From an optimization exercise on the open Yosys and OpenROAD flow, aimed at small area, a short achievable clock period and few clock cycles per item; shortcuts taken in it are not production practice.
RTL that was checked went through simulation tests only; none was proved equivalent to the original.

## fft2d_top
module fft2d_top (
  input  logic                          clk,
  input  logic                          arst_n,
  input  logic                          in_valid,
  output logic                          in_ready,
  input  logic signed [16-1:0]  in_re,
  input  logic signed [16-1:0]  in_im,
  output logic                          out_valid,
  input  logic                          out_ready,
  output logic signed [20-1:0] out_re,
  output logic signed [20-1:0] out_im,
  output logic                          out_last
);
==> flow/config.mk <==
export PLATFORM = sky130hd
export DESIGN_NAME = fft2d_top
export DESIGN_NICKNAME = fft2d_top
export VERILOG_FILES = /design/flow/design.v
export SDC_FILE = /design/flow/constraint.sdc
export NUM_CORES = 4
export LEC_CHECK = 0
export ABC_AREA = 1
export CAP_MARGIN = 20
export CORE_MARGIN = 2
export CORE_UTILIZATION = 40
export CTS_CLUSTER_DIAMETER = 80
export CTS_CLUSTER_SIZE = 24
export PLACE_DENSITY = 0.6
export SETUP_SLACK_MARGIN = 3.0
export SLEW_MARGIN = 20
export TNS_END_PERCENT = 30
==> flow/constraint.sdc <==
create_clock -name core_clock -period 6.0 [get_ports {clk}]
set_input_delay 1.2000 -clock core_clock [delete_from_list [all_inputs] [get_ports {clk}]]
set_output_delay 1.2000 -clock core_clock [all_outputs]
set_load 0.01 [all_outputs]
run.sh (not shown) runs the stock make flow with config.mk's settings and CLKGATE_MAP_FILE= SYNTH_SCRIPT=/design/flow/synth_recipe.tcl, a recipe that flattens the netlist after the stock synthesis.
The baseline produced a clean layout.
Testbench counts at the start, summed over its fixed seeds: cycles 6,304, samples 6,144.
Change:
Settings changed: SETUP_SLACK_MARGIN 3.0 to 2.8, TNS_END_PERCENT 30 to default.
After rerunning:
- global-route usage is lower by 0.50 points
- final area is lower by 2.2%
- synthesized cell count does not change
- sequential share of layout area is higher by 0.97 points
- flip-flop and latch count does not change
- worst hold slack is better by 18 ps
- wire length is lower by 1.7%
Change:
Settings changed: SETUP_SLACK_MARGIN 2.8 to 3.0.
Outcome: Routed wire length is higher by 3.2%. First-iteration DRC count is higher by about 3%. Final area is higher by about 2.8%. Final cell count is higher by about 0.7%. Synthesized cell count is unchanged. Setup slack is better by 120 ps. Hold slack is worse by 4.9 ps. Via count is higher by about 2%. Die area does not change.
Change:
Settings changed: SETUP_SLACK_MARGIN 3.0 to 2.85.
First-iteration DRC count drops by about 6%. Count of clock-buffer cells in the layout goes down by 1. Worst setup slack loses 72 ps. Area after synthesis stays the same. Synthesized cell count does not change.


fft2d_top again, from the RTL that the note above started with.
Settings: LEC_CHECK=0, ABC_AREA=1, CAP_MARGIN=20, CORE_MARGIN=2, CORE_UTILIZATION=40, CTS_CLUSTER_DIAMETER=85, CTS_CLUSTER_SIZE=26, PLACE_DENSITY=0.6, SETUP_SLACK_MARGIN=2.9, SLEW_MARGIN=20; clock period 6.0 ns.
Testbench counts at the start, summed over its fixed seeds: cycles 6,304, samples 6,144.
Rerun with:
- CTS_CLUSTER_DIAMETER: 85 -> 80
- CTS_CLUSTER_SIZE: 26 -> 24
- SETUP_SLACK_MARGIN: 2.9 -> 3.15
=> The changed run went through all stages and came out clean; global-route usage went up by 0.88 points; synthesized area does not change; die area stays the same; sequential share of layout area shrinks by 2.5 points.
Rerun with:
- CTS_CLUSTER_DIAMETER: 80 -> 90
- CTS_CLUSTER_SIZE: 24 -> 28
- SETUP_SLACK_MARGIN: 3.15 -> 3.0
Effect: Worst hold slack gets worse by 0.0058 ns; via count falls slightly; setup slack loses 0.079 ns; sequential share of layout area climbs by 1.7 points; flip-flop and latch count is unchanged; synthesized cell count is unchanged; utilization drops by 2.0 points; non-clock buffer count drops by 112; clock skew came out higher by 0.018 ns; maximum frequency decreases by a few percent.


Another version of the RTL of fft2d_top (not shown whole).
Size: ~970 flip-flops, ~79 I/O pins, ~50000 um^2 of cells after synthesis.
Design fft2d_top, start of the top module:
module fft2d_top (
  input  logic                          clk,
  input  logic                          arst_n,
  input  logic                          in_valid,
  output logic                          in_ready,
  input  logic signed [16-1:0]  in_re,
  input  logic signed [16-1:0]  in_im,
  output logic                          out_valid,
  input  logic                          out_ready,
  output logic signed [20-1:0] out_re,
  output logic signed [20-1:0] out_im,
  output logic                          out_last
);
Settings: LEC_CHECK=0, ABC_AREA=1, CAP_MARGIN=20, CORE_MARGIN=2, CORE_UTILIZATION=40, CTS_CLUSTER_DIAMETER=100, CTS_CLUSTER_SIZE=30, PLACE_DENSITY=0.6, SETUP_SLACK_MARGIN=2.7, SLEW_MARGIN=20; clock period 6.0 ns.
Edit:
Settings changed: SETUP_SLACK_MARGIN 2.7 to 3.3.
=> The new run finished clean. Final cell count rises by a few percent. Die area stays the same. Sequential share of layout area falls by 6.3 points. Global-route usage rises by 2.6 points.
Edit:
Settings changed: SETUP_SLACK_MARGIN 3.3 to 3.0.
Outcome:
- cell area is lower by roughly a tenth
- non-clock buffer count is lower by 254
- cell count is lower by a few percent
- global-route usage is lower by 1.8 points
- sequential cell count does not change
- via count is lower by a few percent
- die area is unchanged
- fmax is higher slightly
- routed wire length is lower by roughly a tenth
Edit:
Settings changed: CORE_UTILIZATION 40 to 55, PLACE_DENSITY 0.6 to 0.75.
Result: The changed run passed the timing, design-rule and antenna checks. Die area is lower by a quarter to a third. Fmax falls slightly. Sequential share of layout area increases by 0.27 points. Clock-buffer cell count decreases by 2. Clock skew is lower by 0.0088 ns. Wire length went down by a few percent.
Function was not checked in any run of this note: the RTL went through the layout flow alone.


run A:
The RTL this note starts from:
==> flow/design.v <==
module fft2d_top (
  input  logic                          clk,
  input  logic                          arst_n,
  input  logic                          in_valid,
  output logic                          in_ready,
  input  logic signed [16-1:0]  in_re,
  input  logic signed [16-1:0]  in_im,
  output logic                          out_valid,
  input  logic                          out_ready,
  output logic signed [20-1:0] out_re,
  output logic signed [20-1:0] out_im,
  output logic                          out_last
);
  localparam int IW = 16;    
  localparam int AW = IW + 1;         
  localparam int RW = 18;   
  localparam int ZW = RW + 1;         
  localparam int OW = 20;   
  localparam int EW = 2 * RW;         
  logic                 xv;         
  logic [1:0]           xc;         
  logic signed [IW-1:0] xre, xim;   
  logic                 xgo;        
  logic                 pa;         
  logic                 pb;         
  logic                 pha;        
  logic                 phb;        
  logic                 in_fire;
  logic                 xv_n;       
  logic [1:0]           xc_n;
  logic                 pa_n;
  logic                 pb_n;
  logic signed [IW-1:0] x0r, x0i;   
  logic signed [AW-1:0] pr, pim;    
  logic signed [AW-1:0] qr, qim;    
  logic signed [AW-1:0] cr, cim;    
  logic signed [AW-1:0] dr, dim;    
  logic signed [RW-1:0] o1r, o1i;   
  logic signed [RW-1:0] o2r, o2i;
  logic signed [RW-1:0] ar, ai;     
  logic signed [RW-1:0] br, bi;     
  assign xgo     = xv && !((xc == 2'd1 && pa) || (xc == 2'd2 && pb));
  assign in_fire = in_valid && in_ready;
  assign xv_n = in_fire || (xv && !xgo);
  assign xc_n = xgo ? xc + 2'd1 : xc;
  assign pa_n = (xgo && xc == 2'd3) || (pa && !pha);
  assign pb_n = (xgo && xc == 2'd3) || (pb && !phb);
  always_ff @(posedge clk)
  begin
    if (in_fire)
    begin
      xre <= in_re;
      xim <= in_im;
    end
  end
  always_ff @(posedge clk or negedge arst_n)
  begin
    if (!arst_n)
    begin
      xv       <= 1'b0;
      xc       <= '0;
      pa       <= 1'b0;
      pb       <= 1'b0;
      in_ready <= 1'b1;
    end
    else
    begin
      xv       <= xv_n;
      xc       <= xc_n;
      pa       <= pa_n;
      pb       <= pb_n;
      in_ready <= !(xv_n && ((xc_n == 2'd1 && pa_n) || (xc_n == 2'd2 && pb_n)));
    end
  end
  logic sel_pq, sel_cd, sel_q, sel_x0;           
  logic sel_pq_n, sel_cd_n, sel_q_n, sel_x0_n;   
  always_ff @(posedge clk)
  begin
    sel_pq   <= pa_n;
    sel_cd   <= !pa_n && pb_n;
    sel_q    <= !pb_n && xc_n[0];
    sel_x0   <= !pb_n && !xc_n[0];
    sel_pq_n <= !pa_n;
    sel_cd_n <= pa_n || !pb_n;
    sel_q_n  <= pb_n || !xc_n[0];
    sel_x0_n <= pb_n || xc_n[0];
  end
  assign o1r = ({RW{sel_pq}} & RW'(pr)) | ({RW{sel_cd}} & RW'(cr)) |
               ({RW{sel_q}} & RW'(qr)) | ({RW{sel_x0}} & RW'(x0r));
  assign o1i = ({RW{!sel_pq_n}} & RW'(pim)) | ({RW{!sel_cd_n}} & RW'(cim)) |
               ({RW{!sel_q_n}} & RW'(qim)) | ({RW{!sel_x0_n}} & RW'(x0i));
  assign o2r = ({RW{sel_pq}} & RW'(qr)) | ({RW{sel_cd}} & RW'(dim)) |
               ({RW{!sel_pq && !sel_cd}} & RW'(xre));
  assign o2i = ({RW{!sel_pq_n}} & RW'(qim)) | ({RW{!sel_cd_n}} & RW'(dr)) |
               ({RW{sel_pq_n && sel_cd_n}} & RW'(xim));
  assign ar = o1r + o2r;
  assign ai = o1i + o2i;
  assign br = o1r - o2r;
  assign bi = o1i - o2i;
  always_ff @(posedge clk)
  begin
    if (xgo)
    begin
      case (xc)
        2'd0:
        begin
          x0r <= xre;
          x0i <= xim;
        end
        2'd1:
        begin
          qr  <= AW'(xre);
          qim <= AW'(xim);
        end
        2'd2:
        begin
          pr  <= AW'(ar);
          pim <= AW'(ai);
          cr  <= AW'(br);
          cim <= AW'(bi);
        end
        default:
        begin
          qr  <= AW'(ar);
          qim <= AW'(ai);
          dr  <= AW'(br);
          dim <= AW'(bi);
        end
      endcase
    end
  end
  logic [EW-1:0] w [4];
  assign w[0] = {ai, ar};
  assign w[1] = {bi, ar};
  assign w[2] = {bi, br};
  assign w[3] = {ai, br};
  logic [15:0][EW-1:0] m;        
  logic [3:0]          v;        
  logic [3:0]          e;        
  logic                mode;     
  logic                wmode;    
  logic [3:1]          hmode;    
  logic [1:0]          wrow;     
  logic                ld1;      
  logic                cons;     
  logic [1:0]          bin;      
  logic [1:0]          rcol;     
  logic                rdf;      
  logic                flip;     
  assign e[0] = cons || !v[0];
  assign e[1] = cons || !(v[0] && v[1]);
  assign e[2] = cons || !(v[0] && v[1] && v[2]);
  assign e[3] = cons || !(v[0] && v[1] && v[2] && v[3]);
  assign pha  = pa && e[3];
  assign phb  = pb && !pa;
  assign flip = pha && (wrow == 2'd3);
  for (genvar gi = 0; gi < 4; gi++)
  begin : g_row
    for (genvar gj = 0; gj < 4; gj++)
    begin : g_col
      logic          en0;    
      logic          en1;    
      logic [EW-1:0] src0;   
      logic [EW-1:0] src1;   
      if (gj == 3)
      begin : g_t0
        assign src0 = w[gi];
        if (gi % 2 == 0)
          assign en0 = e[3] && !phb;
        else
          assign en0 = e[3] || phb;
      end
      else
      begin : g_n0
        assign src0 = m[gi*4 + gj + 1];
        assign en0  = e[gj];
      end
      if (gi == 3)
      begin : g_t1
        assign src1 = w[gj];
        if (gj % 2 == 0)
          assign en1 = e[3] && !phb;
        else
          assign en1 = e[3] || phb;
      end
      else
      begin : g_n1
        assign src1 = m[(gi+1)*4 + gj];
        assign en1  = e[gi];
      end
      always_ff @(posedge clk)
      begin
        if (wmode ? en1 : en0)
          m[gi*4 + gj] <= wmode ? src1 : src0;
      end
    end
  end
  always_ff @(posedge clk or negedge arst_n)
  begin
    if (!arst_n)
    begin
      v       <= '0;
      mode    <= 1'b0;
      wmode   <= 1'b0;
      hmode   <= '0;
      wrow    <= '0;
      rdf     <= 1'b0;
    end
    else
    begin
      for (int j = 0; j < 3; j++)
        if (e[j])
          v[j] <= v[j+1];
      if (e[3])
        v[3] <= phb || flip;
      if (pha)
        wrow <= wrow + 2'd1;
      if (flip)
      begin
        mode    <= ~mode;   
        hmode   <= ~hmode;
      end
      if (phb)
        wmode <= mode;
      if (flip)
        rdf <= 1'b1;
      else if (cons && rcol == 2'd3)
        rdf <= 1'b0;
    end
  end
  logic signed [RW-1:0] hr [4];   
  logic signed [RW-1:0] hi [4];
  logic                 b0, b1;   
  logic                 ng;       
  logic [OW-1:0]        t0r, t1r, t2r, t3r;   
  logic [OW-1:0]        t0i, t1i, t2i, t3i;   
  logic [OW-1:0]        u1r, v1r, u1i, v1i;   
  logic                 s1v;      
  logic                 s1l;      
  logic [OW-1:0]        sr, cr2, si, ci2;   
  logic signed [OW-1:0] yr, yi;
  logic                 oa;       
  logic                 kv;       
  logic signed [OW-1:0] kre, kim;
  logic                 klast;
  logic                 s1go;     
  assign hr[0] = m[0][RW-1:0];
  assign hi[0] = m[0][EW-1:RW];
  for (genvar g = 1; g < 4; g++)
  begin : g_head
    logic [EW-1:0] h;
    assign h     = hmode[g] ? m[g] : m[g*4];
    assign hr[g] = h[RW-1:0];
    assign hi[g] = h[EW-1:RW];
  end
  assign b0 = bin[0];
  assign b1 = bin[1];
  assign ng = b0 || b1;
  assign t0r = OW'(hr[0]);
  assign t1r = OW'(hr[2]) ^ {OW{b0}};
  assign t2r = OW'(b0 ? hi[1] : hr[1]) ^ {OW{b1}};
  assign t3r = OW'(b0 ? hi[3] : hr[3]) ^ {OW{b0 ^ b1}};
  assign t0i = OW'(hi[0]);
  assign t1i = OW'(hi[2]) ^ {OW{b0}};
  assign t2i = OW'(b0 ? hr[1] : hi[1]) ^ {OW{b0 ^ b1}};
  assign t3i = OW'(b0 ? hr[3] : hi[3]) ^ {OW{b1}};
  assign u1r = t0r ^ t1r ^ t2r;
  assign v1r = {(t0r[OW-2:0] & t1r[OW-2:0]) | (t0r[OW-2:0] & t2r[OW-2:0]) |
                (t1r[OW-2:0] & t2r[OW-2:0]), ng};
  assign u1i = t0i ^ t1i ^ t2i;
  assign v1i = {(t0i[OW-2:0] & t1i[OW-2:0]) | (t0i[OW-2:0] & t2i[OW-2:0]) |
                (t1i[OW-2:0] & t2i[OW-2:0]), ng};
  assign ld1  = rdf && !(s1v && out_valid && kv);
  assign cons = ld1 && (bin == 2'd3);
  always_ff @(posedge clk)
  begin
    if (ld1)
    begin
      sr  <= u1r ^ v1r ^ t3r;
      cr2 <= {(u1r[OW-2:0] & v1r[OW-2:0]) | (u1r[OW-2:0] & t3r[OW-2:0]) |
              (v1r[OW-2:0] & t3r[OW-2:0]), ng};
      si  <= u1i ^ v1i ^ t3i;
      ci2 <= {(u1i[OW-2:0] & v1i[OW-2:0]) | (u1i[OW-2:0] & t3i[OW-2:0]) |
              (v1i[OW-2:0] & t3i[OW-2:0]), ng};
      s1l <= (bin == 2'd3) && (rcol == 2'd3);
    end
  end
  assign yr = sr + cr2;
  assign yi = si + ci2;
  assign oa   = !out_valid || out_ready;
  assign s1go = s1v && (!kv || oa);
  always_ff @(posedge clk or negedge arst_n)
  begin
    if (!arst_n)
    begin
      s1v       <= 1'b0;
      kv        <= 1'b0;
      out_valid <= 1'b0;
      bin       <= '0;
      rcol      <= '0;
    end
    else
    begin
      s1v       <= ld1 || (s1v && !s1go);
      kv        <= oa ? (kv && s1v) : (kv || s1v);
      out_valid <= oa ? (kv || s1v) : 1'b1;
      if (ld1)
        bin <= bin + 2'd1;
      if (cons)
        rcol <= rcol + 2'd1;
    end
  end
  always_ff @(posedge clk)
  begin
    if (s1v && (kv == oa))
    begin
      kre   <= yr;
      kim   <= yi;
      klast <= s1l;
    end
    if (oa && (kv || s1v))
    begin
      out_re   <= kv ? kre : yr;
      out_im   <= kv ? kim : yi;
      out_last <= kv ? klast : s1l;
    end
  end
endmodule
clock: 6.0 ns
lec_check: 0
abc_area: 1
cap_margin: 20
core_margin: 2
core_utilization: 40
cts_cluster_diameter: 80
cts_cluster_size: 24
place_density: 0.6
setup_slack_margin: 3.0
slew_margin: 20
Testbench counts of run A, summed over its fixed seeds: cycles 6,304, samples 6,144.
### run A -> run B
- clearing CTS_CLUSTER_SIZE, which used to be 24
- clearing CTS_CLUSTER_DIAMETER, which used to be 80
[summary]
- On area taken by flip-flops and latches, run A tracks run B almost exactly.
- Compare run A and run B | clock network area share higher: run B
- Compare run A and run B | hold slack higher: run A
- Run B vs. run A: routed wire length was more or less identical; number of non-clock buffers in the layout went down by 3.2%.
For run C, these inputs were changed with respect to run B:
- setting CTS_CLUSTER_DIAMETER to 100 for the first time
- setting CTS_CLUSTER_SIZE to 30 for the first time
### Flow results
Run C against run B: count of cells resized by post-cts repair rose by 8; initial antenna violation count fell by 1; signed area change from the synthesized netlist to the final layout fell by 3.5 points; clock latency at the later pin of the worst-skew pair fell by 0.02 ns. On core utilization, the lower figure sits with run C, not run B.

-- afterwards: timing with drivers on the ports --
The results above use ideal ports. As a check the final layouts listed here were re-extracted and re-timed, cells and wires unchanged.
Step 1 (the two cells are an assumption about what drives the block):
set clk [get_ports {clk}]
set_driving_cell -lib_cell sky130_fd_sc_hd__clkbuf_16 $clk
set_driving_cell -lib_cell sky130_fd_sc_hd__buf_2 [delete_from_list [all_inputs] $clk]
Step 2 adds t to the input delays and takes it off the output delays; t is the mean of the earliest and latest rising clock arrival at the registers after step 1. Input paths then give back, and output paths get back, about the clock's delay inside the block.
Slacks: no drivers / after step 1 / after step 2; pairs: no drivers / after step 1.
run	t (ns)	setup slack, ns	latest minus earliest clock arrival (ns)
the first run of note 1	0.750	2.940 / 2.940 / 2.374	0.047 / 0.046
the second run of note 1	0.744	2.882 / 2.882 / 2.233	0.037 / 0.038
the third run of note 1	0.750	3.007 / 3.007 / 2.377	0.045 / 0.045
the fourth run of note 1	0.743	2.935 / 2.935 / 2.286	0.038 / 0.038
the first run of note 2	0.736	2.905 / 2.905 / 2.314	0.043 / 0.044
the second run of note 2	0.730	3.099 / 3.099 / 2.504	0.043 / 0.043
the third run of note 2	0.727	3.019 / 3.019 / 2.417	0.056 / 0.056
the first run of note 3	0.743	2.824 / 2.824 / 2.824	0.056 / 0.056
the second run of note 3	0.752	3.047 / 3.047 / 2.735	0.081 / 0.082
the third run of note 3	0.711	3.075 / 3.075 / 2.911	0.038 / 0.038
the fourth run of note 3	0.693	3.044 / 3.044 / 2.995	0.034 / 0.034
run A	0.754	2.994 / 2.994 / 2.994	0.044 / 0.044
run B	0.760	3.052 / 3.052 / 2.996	0.037 / 0.038
run C	0.737	3.076 / 3.028 / 3.005	0.050 / 0.050
After both steps every run listed still meets setup and hold.
